Context: an optimization exercise on an open-source flow, tuned for small area. The choices shown serve that exercise and are no tape-out recipe.
The RTL was checked by simulation tests, not by an equivalence proof against the original design.
The flow treats the clock pin as an ideal source, which a real chip does not have.
Power and IR drop assume default switching activity.

==> flow/design.v <==
module bconv_layer_streamer #(
   parameter int DIM    = 26,
   parameter int BYTE_W = 8
) (
   input  logic                      clk,
   input  logic                      rst_n,
   input  logic                      start_i,
   input  logic [DIM*DIM-1:0]        layer_i,
   output logic [BYTE_W-1:0]         m_data_o,
   output logic                      m_valid_o,
   output logic                      m_last_o,
   input  logic                      m_ready_i,
   output logic                      busy_o,
   output logic                      done_o,
   output logic [1:0]                dbg_state_o
);
   localparam int NBITS  = DIM * DIM;
   localparam int NBYTES = (NBITS + BYTE_W - 1) / BYTE_W;
   localparam int CNT_W  = $clog2(NBYTES);
   localparam int NSHIFT = NBITS - BYTE_W;
   localparam int NTAIL  = NBYTES * BYTE_W - NBITS;
   logic r_idle, r_send, r_done;
   logic r_phase;
   logic [CNT_W-1:0] r_cnt;
   logic [NBITS-1:0] r_snap;
   logic w_last;
   logic w_shift;
   logic w_hold;
   assign w_last  = (r_cnt == CNT_W'(NBYTES - 1));
   assign w_shift = r_send & m_ready_i;
   assign w_hold  = r_send & ~m_ready_i;
   always_ff @(posedge clk or negedge rst_n) begin
      if (!rst_n) begin
         r_idle <= 1'b1;
         r_send <= 1'b0;
         r_done <= 1'b0;
      end else begin
         r_idle <= (r_idle & ~start_i) | r_done;
         r_send <= (r_idle & start_i) | (r_send & ~(m_ready_i & w_last));
         r_done <= w_shift & w_last;
      end
   end
   always_ff @(posedge clk) begin
      r_phase <= r_idle | ~r_phase;
   end
   always_ff @(posedge clk) begin
      if (r_idle)       r_cnt <= '0;
      else if (w_shift) r_cnt <= r_cnt + 1'b1;
   end
   logic [NBITS-1:0] w_snap_d;
   for (genvar k = 0; k < NBITS; k++) begin : g_snap
      if (k < NSHIFT) begin : g_sh
         bconv_aoi222 u_next (
            .a0(r_idle),  .b0(layer_i[k]),
            .a1(w_shift), .b1(r_snap[k + BYTE_W]),
            .a2(w_hold),  .b2(r_snap[k]),
            .y (w_snap_d[k])
         );
      end else begin : g_ld
         assign w_snap_d[k] = ~((r_snap[k] | r_idle) & (layer_i[k] | r_send));
      end
   end
   always_ff @(posedge clk) begin
      r_snap <= w_snap_d;
   end
   always_comb begin
      for (int j = 0; j < BYTE_W; j++) begin
         if (j < BYTE_W - NTAIL) m_data_o[j] = r_snap[j] ^ r_phase;
         else                    m_data_o[j] = (r_snap[j] ^ r_phase) & ~w_last;
      end
   end
   assign m_valid_o   = r_send;
   assign m_last_o    = w_last;
   assign busy_o      = ~r_idle;
   assign done_o      = r_done;
   assign dbg_state_o = {r_done, r_send};
endmodule
module bconv_aoi222 (
   input  logic a0, b0, a1, b1, a2, b2,
   output logic y
);
   assign y = ~((a0 & b0) | (a1 & b1) | (a2 & b2));
endmodule
Settings: LEC_CHECK=0, CAP_MARGIN=20, CELL_PAD_IN_SITES_DETAIL_PLACEMENT=1, CELL_PAD_IN_SITES_GLOBAL_PLACEMENT=1, CORE_MARGIN=2, CORE_UTILIZATION=40, SLEW_MARGIN=20, SYNTH_HIERARCHICAL=1; clock period 6.0 ns.
standard.sh (not shown) runs the stock make flow with config.mk's settings and CLKGATE_MAP_FILE= SYNTH_SCRIPT=/design/flow/synth_recipe.tcl, a recipe that flattens the netlist after the stock synthesis.
==> flow/flow/run.sh <==
#!/bin/bash
# Standard ORFS layout, with these changes:
#  * port buffers are the smallest buffer (buf_1) instead of the one
#    buffer_ports picks by default;
#  * clock tree built from clkbuf_8 with larger sink clusters and no dummy
#    loads;
#  * a max-fanout limit before floorplan, so high-fanout nets get buffered;
#  * after CTS, cells on paths with spare setup slack are downsized.
set -euo pipefail
cd "$(dirname "$0")/.."
export BUFFER_PORTS_ARGS="-buffer_cell sky130_fd_sc_hd__buf_1"
export CTS_ARGS="-sink_clustering_enable -repair_clock_nets -dont_use_dummy_load -buf_list {sky130_fd_sc_hd__clkbuf_8} -sink_clustering_size 20 -sink_clustering_max_diameter 60"
export PRE_FLOORPLAN_TCL="$PWD/flow/pre_floorplan.tcl"
export POST_CTS_TCL="$PWD/flow/post_cts.tcl"
bash standard.sh > standard_flow.log 2>&1
==> flow/flow/post_cts.tcl <==
# After CTS and its timing repair, downsize cells on paths with setup slack
# to spare (the design has over 2 ns of slack), then re-legalize.
repair_timing -recover_power 100
detailed_placement
check_placement -verbose
==> flow/flow/pre_floorplan.tcl <==
# Limit fanout so that repair_design splits the snapshot's three
# 676-load control nets into smaller buffered nets that route cleanly.
set_max_fanout 48 [current_design]
Rerun with:
==> flow/flow/run.sh (replaced) <==
#!/bin/bash
# Standard ORFS layout, with three changes:
#  * port buffers are the smallest buffer (buf_1) instead of the one
#    buffer_ports picks by default;
#  * clock tree built from clkbuf_8 with larger sink clusters and no dummy
#    loads;
#  * a max-fanout limit before floorplan, so high-fanout nets get buffered.
set -euo pipefail
cd "$(dirname "$0")/.."
export BUFFER_PORTS_ARGS="-buffer_cell sky130_fd_sc_hd__buf_1"
export CTS_ARGS="-sink_clustering_enable -repair_clock_nets -dont_use_dummy_load -buf_list {sky130_fd_sc_hd__clkbuf_8} -sink_clustering_size 20 -sink_clustering_max_diameter 60"
export PRE_FLOORPLAN_TCL="$PWD/flow/pre_floorplan.tcl"
bash standard.sh > standard_flow.log 2>&1
==> flow/flow/pre_floorplan.tcl (replaced) <==
# Limit fanout so that repair_design splits the snapshot's three
# 676-load control nets into smaller buffered nets that route cleanly.
set_max_fanout 64 [current_design]
Settings changed: CELL_PAD_IN_SITES_DETAIL_PLACEMENT 1 to unset, CELL_PAD_IN_SITES_GLOBAL_PLACEMENT 1 to unset.
removed: flow/flow/post_cts.tcl
What happened: The new run finished with timing, DRC and antenna clean; clock skew went up by 0.0087 ns; total power goes down by 0.72%; final cell count drops by 1.3%; wire length fell by 12%.
Rerun with:
--- a/flow/flow/run.sh
+++ b/flow/flow/run.sh
@@ -9,5 +9,5 @@
 cd "$(dirname "$0")/.."
 export BUFFER_PORTS_ARGS="-buffer_cell sky130_fd_sc_hd__buf_1"
-export CTS_ARGS="-sink_clustering_enable -repair_clock_nets -dont_use_dummy_load -buf_list {sky130_fd_sc_hd__clkbuf_8} -sink_clustering_size 20 -sink_clustering_max_diameter 60"
+export CTS_ARGS="-sink_clustering_enable -repair_clock_nets -dont_use_dummy_load -buf_list {sky130_fd_sc_hd__clkbuf_8} -sink_clustering_size 16 -sink_clustering_max_diameter 60"
 export PRE_FLOORPLAN_TCL="$PWD/flow/pre_floorplan.tcl"
 bash standard.sh > standard_flow.log 2>&1
==> flow/flow/pre_floorplan.tcl (replaced) <==
# Limit fanout so that repair_design splits the snapshot's three
# 676-load control nets into smaller buffered nets that route cleanly.
set_max_fanout 48 [current_design]
Settings changed: CELL_PAD_IN_SITES_DETAIL_PLACEMENT set to 1, CELL_PAD_IN_SITES_GLOBAL_PLACEMENT set to 1.
After rerunning: Total power came out higher slightly; critical path depth does not change; sequential power is about the same; worst hold slack gets better by 0.021 ns; die area is unchanged.

-- separate check: timing with driven ports --
Ports are ideal in the flow. The routed layouts listed here were re-timed in OpenROAD.
Step 1 (the two cells are an assumption about what drives the block):
set clk [get_ports {clk}]
set_driving_cell -lib_cell sky130_fd_sc_hd__clkbuf_16 $clk
set_driving_cell -lib_cell sky130_fd_sc_hd__buf_2 [delete_from_list [all_inputs] $clk]
Step 2, shift: input delay + t, output delay - t, t = (earliest + latest rising clock arrival at the registers) / 2. This alone moves slack from input paths to output paths.
Three values: no drivers, after step 1, after step 2; two values: the first two.
run	shift t [ns]	slack for setup (ns)	pins driven straight from the clock port
the first run	0.700	2.703 / 2.646 / 2.528	1
the second run	0.687	2.607 / 2.552 / 2.634	1
the third run	0.703	2.690 / 2.631 / 2.658	1
After both steps setup and hold are still met in every run listed. The setup slack of the first run, which loses most, moves by -0.057 ns with the drivers and by -0.175 ns with both steps.
